This is an optimization exercise on Yosys and OpenROAD, whose aim is small area, a short achievable clock period and few clock cycles per item, not a production implementation.
Only simulation tests tie the RTL to the original design; equivalence was not proved.
Power is estimated from default activity; no workload was simulated.

$ cat flow/config.mk
export PLATFORM = sky130hd
export DESIGN_NAME = descending_insertion_sorter
export DESIGN_NICKNAME = descending_insertion_sorter
export VERILOG_FILES = /design/flow/design.v
export SDC_FILE = /design/flow/constraint.sdc
export NUM_CORES = 4
export LEC_CHECK = 0
export CAP_MARGIN = 20
export CORE_MARGIN = 2
export CORE_UTILIZATION = 40
export SLEW_MARGIN = 20
$ cat flow/constraint.sdc
create_clock -name core_clock -period 3.5 [get_ports {clk}]
set_input_delay 0.7000 -clock core_clock [delete_from_list [all_inputs] [get_ports {clk}]]
set_output_delay 0.7000 -clock core_clock [all_outputs]
set_load 0.01 [all_outputs]
$ cat flow/design.v
package dis_pkg;
  localparam int KEY_W       = 16;
  localparam int TAG_W       = 8;
  localparam int DEPTH_DFLT  = 32;
  typedef struct packed {
    logic             valid;
    logic [KEY_W-1:0] key;
    logic [TAG_W-1:0] tag;
  } dis_rec_t;
  typedef struct packed {
    logic             ins;
    logic             shift;
    logic [KEY_W-1:0] key;
    logic [TAG_W-1:0] tag;
  } dis_ctl_t;
endpackage
module dis_cell (
  input  logic              clk,
  input  logic              rst_n,
  input  dis_pkg::dis_ctl_t ctl,
  input  logic              prev_keep,
  input  dis_pkg::dis_rec_t prev_rec,
  input  dis_pkg::dis_rec_t next_rec,
  output logic              keep,
  output dis_pkg::dis_rec_t rec
);
  logic             valid_r;
  logic [dis_pkg::KEY_W-1:0] key_r;
  logic [dis_pkg::TAG_W-1:0] tag_r;
  dis_pkg::dis_rec_t         rec_nxt;
  assign rec  = {valid_r, key_r, tag_r};
  assign keep = valid_r && (key_r >= ctl.key);
  always_comb begin
    rec_nxt = rec;
    if (ctl.ins) begin
      if (!keep) begin
        if (prev_keep) begin
          rec_nxt = {1'b1, ctl.key, ctl.tag};
        end else begin
          rec_nxt = prev_rec;
        end
      end
    end else if (ctl.shift) begin
      rec_nxt = next_rec;
    end
  end
  always_ff @(posedge clk) begin
    if (!rst_n) begin
      valid_r <= 1'b0;
    end else begin
      valid_r <= rec_nxt.valid;
    end
  end
  always_ff @(posedge clk) begin
    key_r <= rec_nxt.key;
    tag_r <= rec_nxt.tag;
  end
endmodule
module descending_insertion_sorter #(
  parameter int DEPTH = dis_pkg::DEPTH_DFLT
) (
  input  logic                      clk,
  input  logic                      rst_n,
  input  logic                      in_valid,
  output logic                      in_stall,
  input  logic [dis_pkg::KEY_W-1:0] in_key,
  input  logic [dis_pkg::TAG_W-1:0] in_tag,
  input  logic                      in_last_in,
  output logic                      out_valid,
  input  logic                      out_stall,
  output logic [dis_pkg::KEY_W-1:0] out_sorted_key,
  output logic [dis_pkg::TAG_W-1:0] out_sorted_tag,
  output logic                      out_overflow,
  output logic                      out_last_out
);
  logic       drain_r, drain_nxt;
  logic       ovf_r, ovf_nxt;
  logic       in_acc, out_acc, full;
  localparam int REC_W = 1 + dis_pkg::KEY_W + dis_pkg::TAG_W;
  dis_pkg::dis_ctl_t   ctl;
  logic [DEPTH*REC_W-1:0] recs;
  logic [DEPTH-1:0]       keeps;
  assign full     = recs[DEPTH*REC_W-1];
  assign in_stall = drain_r;
  assign in_acc   = in_valid && !in_stall;
  assign out_acc  = out_valid && !out_stall;
  assign ctl = {in_acc && !full, out_acc, in_key, in_tag};
  genvar gi;
  generate
    for (gi = 0; gi < DEPTH; gi++) begin : g_cell
      dis_pkg::dis_rec_t pr, nr;
      logic     pk;
      if (gi == 0) begin : g_head
        assign pk = 1'b1;
        assign pr = {1'b1, in_key, in_tag};
      end else begin : g_body
        assign pk = keeps[gi-1];
        assign pr = recs[(gi-1)*REC_W +: REC_W];
      end
      if (gi == DEPTH-1) begin : g_tail
        assign nr = {1'b0, recs[gi*REC_W +: REC_W-1]};
      end else begin : g_mid
        assign nr = recs[(gi+1)*REC_W +: REC_W];
      end
      dis_cell u_cell (
        .clk       (clk),
        .rst_n     (rst_n),
        .ctl       (ctl),
        .prev_keep (pk),
        .prev_rec  (pr),
        .next_rec  (nr),
        .keep      (keeps[gi]),
        .rec       (recs[gi*REC_W +: REC_W])
      );
    end
  endgenerate
  assign out_valid      = drain_r && recs[REC_W-1];
  assign out_sorted_key = recs[dis_pkg::TAG_W +: dis_pkg::KEY_W];
  assign out_sorted_tag = recs[0 +: dis_pkg::TAG_W];
  assign out_overflow   = ovf_r;
  assign out_last_out   = !recs[2*REC_W-1];
  always_comb begin
    drain_nxt = drain_r;
    ovf_nxt   = ovf_r;
    if (in_acc) begin
      if (full) begin
        ovf_nxt = 1'b1;
      end
      if (in_last_in) begin
        drain_nxt = 1'b1;
      end
    end
    if (out_acc && out_last_out) begin
      drain_nxt = 1'b0;
      ovf_nxt   = 1'b0;
    end
  end
  always_ff @(posedge clk) begin
    if (!rst_n) begin
      drain_r <= 1'b0;
      ovf_r   <= 1'b0;
    end else begin
      drain_r <= drain_nxt;
      ovf_r   <= ovf_nxt;
    end
  end
endmodule
$ cat flow/run.sh
#!/bin/bash
# synth_recipe.tcl (not shown) runs the flow's synth.tcl, then flattens the netlist and writes it again
# the make line also repeats each setting of config.mk as NAME=value (left out here)
make -C /OpenROAD-flow-scripts/flow DESIGN_CONFIG=/design/flow/config.mk WORK_HOME=/design/flow/orfs CLKGATE_MAP_FILE= SYNTH_SCRIPT=/design/flow/synth_recipe.tcl finish
==> run notes <==
==> stage by stage <==
step	cell area (um2)	utilization, %	TNS (ns)	worst slack (ns)	std cells
global route	60110	46.54	0	0.2627	6918
floorplan	52550	-	-166.76	-0.2184	4943
finish	60120	46.55	0	0.2883	6922
CTS	60110	46.54	0	0.3814	6918
detailed placement	57000	44.13	-87.91	-0.3198	6738
global placement	57000	44.13	-41.44	-0.2946	6738
==> registers in the layout, indices dropped and copies added, names as in the netlist <==
signal / count
ovf_r: 1
g_cell.u_cell.key_r: 512
g_cell.u_cell.tag_r: 256
drain_r: 1
g_cell.u_cell.valid_r: 32
==> cell families (layout without fill, tap and decap cells) <==
kind of cell             after synthesis  after routing  synth area share [%]
other                                  0              4                     0
multiplexers                         725            725                 13.97
AND/OR/NAND/NOR                     1273           1273                 10.76
flip-flops                           802            802                 45.68
buffers and inverters                421            654                 4.146
AO/OA/AOI/OAI                       1226           1226                 13.50
adder cells (fa/ha/maj)              496            496                 11.94
==> cell usage after synthesis (11+ instances only) <==
cell,number
a31oi_4,24
nand3_1,70
nor3_2,22
mux2i_1,723
buf_8,20
nor2_1,452
inv_1,87
o21ai_1,266
o21a_1,32
buf_1,11
o21ai_0,204
dfxtp_1,34
nand2b_1,50
buf_4,15
nand4_1,61
nand2_1,563
buf_2,42
a221oi_1,12
ha_1,496
a21oi_1,593
a31oi_1,11
a2111oi_0,27
edfxtp_1,768
o211ai_1,16
or4b_4,22
buf_6,27
clkbuf_1,209
==> metal layers <==
| layer | share of wire, % | wire length [um] | track usage, % | vias up |
|---|---|---|---|---|
| li1 | - | - | - | 18708 |
| met1 | 44 | 68600 | 31.06 | 19754 |
| met2 | 48 | 75980 | 39.73 | 1042 |
| met3 | 5.8 | 9097 | 3.360 | 269 |
| met4 | 2.5 | 3984 | 6.223 | 0 |
| met5 | 0 | 0 | 0 | - |
==> power breakdown <==
group          internal (W)  switching (W)  total [W]
registers            0.0121        0.00111     0.0133
clock network       0.00589        0.00428     0.0102
logic               0.00228        0.00347    0.00575
==> worst reg2reg max path, delay by kind of cell (launching register included) <==
kind	cells	cell delay, ns
flops	1	0.49
fa+ha+maj	1	0.27
buf+inv	2	0.29
compound gates	3	1.37
simple gates	2	0.28
==> layout by cell type, fill, tap and decap left out, drive strengths merged, types with 4 or more instances in the layout <==
cell and count:
clkinv 49, clkbuf 115, diode 4, nor3 27
a21oi 594, buf 356, nand4 61, or4b 22
o221ai 6, inv 79, o21ai 472, bufinv 10
nand3 70, o21a 32, clkdlybuf4s50 31, nor4 4
a2111oi 27, edfxtp 768, nand2 563, clkinvlp 14
a221oi 12, nand2b 50, and3 10, a2111o 4
nor2 452, a31oi 35, a21boi 5, mux2i 723
dfxtp 34, o211ai 16, ha 496
==> cell type report <==
cell class              instances  area [um2]  area share, %
multi-input cells            3720       26610          44.27
flip-flops and latches        802       23740          39.49
repair buffers                387        4086          6.797
clock buffers                 115        2537          4.221
well taps                    1742        2180          3.626
clock inverters                65       569.3         0.9470
inverters                      87       379.1         0.6306
diodes                          4       10.01        0.01665
==> final timing paths <==
path | from | to | slack (ns) | cells past startpoint
worst max-delay path | in_key[14] | g_cell[4].u_cell.tag_r[7]$_DFFE_PP_ | 0.29 | 12
worst min-delay path | g_cell[6].u_cell.valid_r$_SDFFE_PN0P_ | g_cell[7].u_cell.valid_r$_SDFFE_PN0P_ | 0.47 | 2
worst max register to register | g_cell[17].u_cell.key_r[0]$_DFFE_PP_ | g_cell[17].u_cell.tag_r[2]$_DFFE_PP_ | 0.41 | 8
worst min register to register | g_cell[6].u_cell.valid_r$_SDFFE_PN0P_ | g_cell[7].u_cell.valid_r$_SDFFE_PN0P_ | 0.47 | 2
==> impl_results.md <==
* Final Setup Violations at 0
* Vias/cell at 5.746
* Synth Register Bits at 802
* I/O Buffers at 56
* Critical Path Most Common Cell: buf_12
* Net Count, Synth at 5,468
* Reg clk slew, reported paths at 0.06 ns
* DP HPWL at 111,300 um
* Worst-margin pin slew at 1.158 ns
* Endpoints failing hold at 0
* Max Cap Violations at 0
* Die height at 364.5 um
* Routed via count at 39,773
* CTS sink count at 802
* Slew margin rel. at 22.80%
* Seq/Total Area, Yosys at 45.68%
* Ranking of synthesized cells by area: edfxtp_1 44%, mux2i_1 14%, ha_1 12%
* Post-CTS setup buffer count at 0
* CP cell instances: buf_2 > clkinvlp_4 > buf_12 > buf_4 > ha_1 > nand4_1 > nor3_2 > or4b_4 > a31oi_4 > buf_12 > mux2i_1 > a21oi_1
* WL/cell at 22.78 um
* Crit Path Class: in2reg
* Synthesized area per cell at 10.51 um2
* Initial Util at 40.24%
* Crit path max-delay cell type: or4b_4
* Peak fanout along the critical path at 22
* WHS at 0.4715 ns
* Overall routing resource usage at 23.36%
* Largest net degree at the start of global routing at 89
* Core Area at 129,200 um2
* CTS max path bufs at 3
* Mapped cell area at 51,970 um2
* Worst EP required at 3.93 ns
* Area delta synth->final at 15.67%
* Ys Warns at 2
* CP bufs+invs at 5
* Arr. time, crit path at 3.64 ns
* Mapped Cells at 4,943
* Status: complete, no violations
* Hold-fix buffers, CTS at 0
* H-tree levels at 3
* Pwr dens at 485.4 nW/um2
* Placer Congestion at 0.8436
* Fin Clk Skew at 0.02648 ns
* Post-synth EDFFs at 768
* Clock latency on the worst-skew pair at 0.70 ns
* Largest delay share family, worst path: simple AND/OR/NAND/NOR gates
* Antenna violations before repair at 5
* Slew Viols, Final at 0
* Post-cts sizing count at 0
* Dominant synthesized flop cell: edfxtp_1
* Root Driver: clkbuf_16
* Yosys top cell by area: edfxtp_1
* Layout cells sized above 1 at 12.52%
* First drt pass iteration count at 6
* Wire length of the first global-routing pass at 239,900 um
* DRC viols at 0
* Antenna Nets Post-Route at 0
* Initial drt markers at 3,480
* Fill cells at 12,088
* IO Pins at 57
* Count of cell types in the netlist at 55
* Worst hold-check path type: reg2reg
* Post-Route WL at 157,700 um
* RSZ-0062 raised after global routing: no
* Site Rows at 132
* TritonCTS clock tree: done
* Power Total at 0.02918 W
* Total grt overflow at 0
* CP endpoint kind: register
* Peak supply drop at 0.3352 mV
* Yosys top cell area share at 44.37%
* Fin nets at 5,619
* Fmax at 0.3114 GHz
* Async set-reset flop share out of synthesis at 0%
* CP startpoint kind: primary input
* Full die area at 132,800 um2
* Tcrit/Tclk final at 91.76%
* Vias in the first global route at 40,032
* DIE WIDTH at 364.5 um
* Minimum clock period at 3.212 ns
* Leak at 22.08 nW
* CP max stage delay at 0.53 ns
* TritonCTS Buffers at 96
Testbench counts, summed over its fixed seeds: cycles 78,480, items 39,240.

-- separate check: timing with driven ports --
No port has a modelled driver above. Below, the same layout with a new extraction and two added sets of constraints.
Step 1 (the two cells are an assumption about what drives the block):
set clk [get_ports {clk}]
set_driving_cell -lib_cell sky130_fd_sc_hd__clkbuf_16 $clk
set_driving_cell -lib_cell sky130_fd_sc_hd__buf_2 [delete_from_list [all_inputs] $clk]
Step 2 also shifts input and output timing later by t, the mid clock arrival at the registers, as if the neighbouring blocks saw the same clock.
Slacks: ideal / step 1 / step 2; pairs: ideal / step 1.
t (ns): 0.760
setup WS [ns]: 0.288 / 0.333 / -0.427
worst setup path after step 2: input to register
Met with ideal ports but missed after step 2: setup timing in this run. The setup slack of this run moves by +0.045 ns with the drivers and by -0.715 ns with both steps.
